This design comes from an exercise in tuning for small area on the open sky130 flow, not from production work.
RTL that was checked went through simulation tests only; none was proved equivalent to the original.
No activity file was given, so power comes from the tool's default toggle rates.

==> flow/design.v <==
`default_nettype none
package tlc_pkg;
    localparam int LANES = 30;
    localparam int FC_BITS = 48;
    localparam int SEGMENT_LAST = 512;
    localparam int MUX_ROWS = 8;
    localparam int FCWRTEN_LEN = 15;
    localparam int READFC_LEN = 11;
    localparam int WRTFC_LEN = 5;
    localparam int WRTGS_LEN = 1;
    localparam int LATGS_LEN = 3;
    localparam int DUMP_PAUSE = 5;
    typedef logic [LANES-1:0] gs_word_t;
    typedef logic [FC_BITS-1:0] fc_config_t;
    typedef struct packed {
        logic sclk;
        logic gclk;
        logic lat;
        logic [LANES-1:0] sin;
    } driver_pins_t;
    typedef enum logic [3:0] {
        STALL = 4'd0,
        PREPARE_CONFIG = 4'd1,
        CONFIG = 4'd2,
        STREAM = 4'd3,
        LOD = 4'd4,
        PREPARE_DUMP_CONFIG = 4'd5,
        DUMP_CONFIG = 4'd6,
        WRTFC_TIMING = 4'd7,
        WAIT_FOR_NEXT_SLICE = 4'd8
    } drv_state_t;
endpackage
`default_nettype wire
`timescale 1ns/1ps
`default_nettype none
module tlc_lane_sel (
    input  logic [15:0] sel,
    input  logic [15:0] d,
    input  logic        c,
    output logic        y
);
    logic [5:0] yn;
    logic y012;
    for (genvar k = 0; k < 5; k++) begin : g_aoi
        tlc_aoi222 u_aoi (
            .a1(sel[3*k]),   .b1(d[3*k]),
            .a2(sel[3*k+1]), .b2(d[3*k+1]),
            .a3(sel[3*k+2]), .b3(d[3*k+2]),
            .y(yn[k])
        );
    end
    tlc_aoi21 u_last (.a1(sel[15]), .a2(d[15]), .b1(c), .y(yn[5]));
    tlc_and3 u_and (.a(yn[0]), .b(yn[1]), .c(yn[2]), .y(y012));
    tlc_nand4 u_nand (.a(y012), .b(yn[3]), .c(yn[4]), .d(yn[5]), .y(y));
endmodule
module tlc_aoi222 (
    input  logic a1, b1, a2, b2, a3, b3,
    output logic y
);
    assign y = !((a1 && b1) || (a2 && b2) || (a3 && b3));
endmodule
module tlc_aoi21 (
    input  logic a1, a2, b1,
    output logic y
);
    assign y = !((a1 && a2) || b1);
endmodule
module tlc_and3 (
    input  logic a, b, c,
    output logic y
);
    assign y = a && b && c;
endmodule
module tlc_nand4 (
    input  logic a, b, c, d,
    output logic y
);
    assign y = !(a && b && c && d);
endmodule
`default_nettype wire
`timescale 1ns/1ps
`default_nettype none
module tlc_driver_top (
    input  logic                  clk,
    input  logic                  nrst,
    input  logic                  clk_enable,
    input  logic                  gs_valid,
    input  tlc_pkg::gs_word_t     gs_word,
    output logic                  gs_credit,
    input  logic                  cfg_valid,
    input  tlc_pkg::fc_config_t   cfg_word,
    output logic                  cfg_credit,
    input  logic                  position_sync,
    input  logic                  driver_sout,
    output tlc_pkg::driver_pins_t pins,
    output logic                  column_ready,
    output logic                  config_match,
    output logic                  underrun
);
    localparam int LANES = tlc_pkg::LANES;
    localparam int FC_BITS = tlc_pkg::FC_BITS;
    localparam int GS_DEPTH = 16;
    localparam logic [3:0] S_STALL  = 4'd0;
    localparam logic [3:0] S_PC     = 4'd1;   
    localparam logic [3:0] S_CFG    = 4'd2;   
    localparam logic [3:0] S_WRT    = 4'd3;   
    localparam logic [3:0] S_PDC    = 4'd4;   
    localparam logic [3:0] S_DUMP   = 4'd5;   
    localparam logic [3:0] S_LOD    = 4'd6;
    localparam logic [3:0] S_WAIT   = 4'd7;
    localparam logic [3:0] S_STREAM = 4'd8;
    localparam logic [5:0] C_PC    = 6'd49;
    localparam logic [5:0] C_DATA  = 6'd15;
    localparam logic [5:0] C_WRT   = 6'd58;
    localparam logic [5:0] C_PDC   = 6'd53;
    localparam logic [5:0] C_DUMP  = 6'd11;
    localparam logic [5:0] C_BLANK = 6'd56;   
    logic [3:0] state;
    logic [5:0] cnt;
    logic [3:0] wcnt;    
    logic [2:0] row;
    tlc_pkg::gs_word_t gs_mem [GS_DEPTH];
    logic gs_present;
    logic [8:0] gs_jc;
    logic [GS_DEPTH:0] gs_oh;    
    logic gs_pop;
    always_ff @(posedge clk) begin
        if (gs_valid) begin
            gs_mem[0] <= gs_word;
            for (int i = 1; i < GS_DEPTH; i++) begin
                gs_mem[i] <= gs_mem[i-1];
            end
        end
    end
    tlc_pkg::fc_config_t cfg_e0, cfg_e1;
    logic [1:0] cfg_cnt;
    logic cfg_present;
    logic cfg_pop;
    always_ff @(posedge clk) begin
        if (cfg_valid) begin
            cfg_e0 <= cfg_word;
            cfg_e1 <= cfg_e0;
        end
    end
    assign cfg_present = (cfg_cnt != '0);
    logic [FC_BITS-1:0] act;
    logic [FC_BITS-1:0] act_n;
    logic [FC_BITS-1:0] act_n_d;
    logic ld1, ld0, hold;
    assign ld1 = cfg_pop && cfg_cnt[1];
    assign ld0 = cfg_pop && !cfg_cnt[1];
    assign hold = !cfg_pop;
    assign act = ~act_n;
    for (genvar k = 0; k < FC_BITS; k++) begin : g_act
        tlc_aoi222 u_act (
            .a1(ld1),  .b1(cfg_e1[FC_BITS-1-k]),
            .a2(ld0),  .b2(cfg_e0[FC_BITS-1-k]),
            .a3(hold), .b3(act[k]),
            .y(act_n_d[k])
        );
    end
    always_ff @(posedge clk) begin
        act_n <= act_n_d;
    end
    logic is_stall, is_pc, is_cfg, is_pdc, is_dump, is_lod, is_wait, is_stream;
    assign is_stall  = (state == S_STALL);
    assign is_pc     = (state == S_PC);
    assign is_cfg    = (state == S_CFG);
    assign is_pdc    = (state == S_PDC);
    assign is_dump   = (state == S_DUMP);
    assign is_lod    = (state == S_LOD);
    assign is_wait   = (state == S_WAIT);
    assign is_stream = (state == S_STREAM);
    logic cend;
    logic data;
    logic word;
    logic last_word;
    logic load;
    assign cend = &cnt;
    assign data = cnt[5] | cnt[4];
    assign word = (wcnt >= 4'd2);
    assign last_word = (wcnt == 4'd10);
    assign load = cfg_present && (is_stall || is_stream || is_wait);
    assign cfg_pop = clk_enable && load;
    always_ff @(posedge clk or negedge nrst) begin
        if (!nrst) begin
            state <= S_STALL;
        end else if (clk_enable) begin
            if (load) begin
                state <= S_PC;
            end else begin
                case (state)
                    S_PC:     if (cend) state <= S_CFG;
                    S_CFG:    if (cend) state <= S_WRT;
                    S_WRT:    if (cend) state <= S_PDC;
                    S_PDC:    if (cend) state <= S_DUMP;
                    S_DUMP:   if (cend) state <= S_LOD;
                    S_LOD:    state <= S_WAIT;
                    S_WAIT:   if (position_sync) state <= S_STREAM;
                    S_STREAM: if (cend && last_word && row == 3'd7) state <= S_WAIT;
                    default:  state <= S_STALL;
                endcase
            end
        end
    end
    always_ff @(posedge clk) begin
        if (clk_enable) begin
            cnt <= cnt + 1'b1;
            if (load) begin
                cnt <= C_PC;
            end else begin
                case (state)
                    S_PC:  if (cend) cnt <= C_DATA;
                    S_CFG: if (cend) cnt <= C_WRT;
                    S_WRT: if (cend) cnt <= C_PDC;
                    S_PDC: if (cend) cnt <= C_DUMP;
                    S_WAIT: begin
                        cnt <= C_BLANK;
                        wcnt <= '0;
                        row <= '0;
                    end
                    S_STREAM: begin
                        if (cend) begin
                            if (last_word) begin
                                cnt <= C_BLANK;
                                wcnt <= '0;
                                row <= row + 1'b1;
                            end else begin
                                if (wcnt != '0) cnt <= C_DATA;
                                wcnt <= wcnt + 1'b1;
                            end
                        end
                    end
                    default: begin
                    end
                endcase
            end
        end
    end
    logic [63:0] sel_vec;
    logic cfg_bit;
    logic mism;
    assign sel_vec = {act, 16'b0};
    assign cfg_bit = sel_vec[cnt];
    always_ff @(posedge clk) begin
        if (clk_enable && is_dump && data) begin
            mism <= ((cnt == 6'd16) ? 1'b0 : mism) | (cfg_bit ^ driver_sout);
        end
    end
    always_ff @(posedge clk or negedge nrst) begin
        if (!nrst) begin
            config_match <= 1'b0;
        end else if (cfg_pop) begin
            config_match <= 1'b0;
        end else if (is_lod) begin
            config_match <= !mism;
        end
    end
    logic sclk_en;
    logic gclk_en;
    logic lat_req;
    logic take;
    assign take = is_stream && word && data;
    assign sclk_en = is_pc || is_pdc || ((is_cfg || is_dump) && data) || take;
    assign gclk_en = is_stream && !(wcnt == 4'd0 && cnt == C_BLANK);
    assign lat_req = is_pc || is_pdc
                     || (is_cfg && cnt >= 6'd59)
                     || (is_stream && word && cend)
                     || (is_stream && last_word && cnt >= 6'd61);
    assign gs_pop = clk_enable && take && gs_present;
    always_comb begin
        gs_oh[0] = !gs_jc[0] && !gs_jc[8];
        for (int k = 1; k <= 8; k++) begin
            gs_oh[k] = gs_jc[k-1] && !gs_jc[k];
        end
        gs_oh[9] = gs_jc[0] && gs_jc[8];
        for (int m = 1; m <= 7; m++) begin
            gs_oh[9+m] = !gs_jc[m-1] && gs_jc[m];
        end
    end
    assign gs_present = gs_jc[0] || gs_jc[8];
    always_ff @(posedge clk or negedge nrst) begin
        if (!nrst) begin
            gs_jc <= '0;
        end else if (gs_valid && !gs_pop) begin
            gs_jc <= {gs_jc[7:0], !gs_jc[8]};
        end else if (gs_pop && !gs_valid) begin
            gs_jc <= {!gs_jc[0], gs_jc[8:1]};
        end
    end
    logic [GS_DEPTH-1:0] gs_rd;
    logic cfg_out;
    tlc_pkg::gs_word_t lanes;
    assign gs_rd = take ? gs_oh[GS_DEPTH:1] : '0;
    assign cfg_out = is_cfg && cfg_bit;
    for (genvar j = 0; j < LANES; j++) begin : g_lane
        logic [GS_DEPTH-1:0] col;
        for (genvar i = 0; i < GS_DEPTH; i++) begin : g_col
            assign col[i] = gs_mem[i][j];
        end
        tlc_lane_sel u_sel (.sel(gs_rd), .d(col), .c(cfg_out), .y(lanes[j]));
    end
    assign pins.sclk = sclk_en && clk_enable;
    assign pins.gclk = gclk_en && clk_enable;
    assign pins.lat = lat_req;
    assign pins.sin = lanes;
    assign column_ready = clk_enable && is_stream && last_word && cend;
    always_ff @(posedge clk or negedge nrst) begin
        if (!nrst) begin
            cfg_cnt <= '0;
            gs_credit <= 1'b0;
            cfg_credit <= 1'b0;
            underrun <= 1'b0;
        end else begin
            cfg_cnt <= cfg_cnt + 2'(cfg_valid) - 2'(cfg_pop);
            gs_credit <= gs_pop;
            cfg_credit <= cfg_pop;
            if (clk_enable && take && !gs_present) begin
                underrun <= 1'b1;
            end
        end
    end
endmodule
`default_nettype wire
Settings: LEC_CHECK=0, CAP_MARGIN=20, CORE_MARGIN=2, CORE_UTILIZATION=75, SLEW_MARGIN=20, SYNTH_HIERARCHICAL=1; clock period 10.0 ns.
standard.sh (not shown) runs the stock make flow with config.mk's settings and CLKGATE_MAP_FILE= SYNTH_SCRIPT=/design/flow/synth_recipe.tcl, a recipe that flattens the netlist after the stock synthesis.
==> flow/flow/run.sh <==
#!/bin/bash
# Standard ORFS layout with smaller port buffers and no CTS dummy loads.
set -euo pipefail
bash standard.sh \
  'BUFFER_PORTS_ARGS=-buffer_cell sky130_fd_sc_hd__buf_1' \
  'CTS_ARGS=-sink_clustering_enable -repair_clock_nets -dont_use_dummy_load -buf_list sky130_fd_sc_hd__clkbuf_8 -sink_clustering_size 16 -sink_clustering_max_diameter 50' \
  finish > standard_flow.log 2>&1
The baseline completed without violations.
==> next run, changes <==
--- a/flow/design.v
+++ b/flow/design.v
@@ -131,9 +131,9 @@
                 gs_mem[i] <= gs_mem[i-1];
             end
         end
     end
-    tlc_pkg::fc_config_t cfg_e0, cfg_e1;
+    tlc_pkg::fc_config_t cfg_e0, cfg_e1, cfg_head;
     logic [1:0] cfg_cnt;
     logic cfg_present;
     logic cfg_pop;
     always_ff @(posedge clk) begin
@@ -142,26 +142,16 @@
             cfg_e1 <= cfg_e0;
         end
     end
     assign cfg_present = (cfg_cnt != '0);
+    assign cfg_head = cfg_cnt[1] ? cfg_e1 : cfg_e0;
     logic [FC_BITS-1:0] act;
-    logic [FC_BITS-1:0] act_n;
-    logic [FC_BITS-1:0] act_n_d;
-    logic ld1, ld0, hold;
-    assign ld1 = cfg_pop && cfg_cnt[1];
-    assign ld0 = cfg_pop && !cfg_cnt[1];
-    assign hold = !cfg_pop;
-    assign act = ~act_n;
-    for (genvar k = 0; k < FC_BITS; k++) begin : g_act
-        tlc_aoi222 u_act (
-            .a1(ld1),  .b1(cfg_e1[FC_BITS-1-k]),
-            .a2(ld0),  .b2(cfg_e0[FC_BITS-1-k]),
-            .a3(hold), .b3(act[k]),
-            .y(act_n_d[k])
-        );
-    end
     always_ff @(posedge clk) begin
-        act_n <= act_n_d;
+        if (cfg_pop) begin
+            for (int k = 0; k < FC_BITS; k++) begin
+                act[k] <= cfg_head[FC_BITS-1-k];
+            end
+        end
     end
     logic is_stall, is_pc, is_cfg, is_pdc, is_dump, is_lod, is_wait, is_stream;
     assign is_stall  = (state == S_STALL);
     assign is_pc     = (state == S_PC);
- The new run finished clean
- wire length came out lower by a few percent
- non-clock buffer count went up by 10
- power shrinks slightly
- core utilization shrinks by 0.14 points
- synthesized cell count decreases by a few percent
- count of clock-buffer cells in the layout drops by 2
- design area is higher slightly
- setup slack is better by 0.41 ns
For the first run of this note, only the layout was checked, not whether the RTL still works.

[afterwards: timing with drivers on the ports]
No port has a modelled driver above. Below, the same layouts with a new extraction and two added sets of constraints. Step 1, drivers: a clkbuf_16 drives clk and a buf_2 each remaining input, both assumed. Step 2, shift: input delay + t, output delay - t, t = (earliest + latest rising clock arrival at the registers) / 2. This alone moves slack from input paths to output paths. Slacks: no drivers / after step 1 / after step 2; pairs: no drivers / after step 1.
run	t, ns	setup WS [ns]	worst hold slack (ns)	worst register clock-pin slew, ns	worst data-port slew with drivers (ns)
the first run	0.636	3.441 / 3.390 / 4.026	0.420 / 0.420 / 0.420	0.10 / 0.10	0.05
the second run	0.620	3.847 / 3.799 / 4.419	0.438 / 0.438 / 0.438	0.10 / 0.10	0.08
After both steps setup and hold are still met in every run listed.
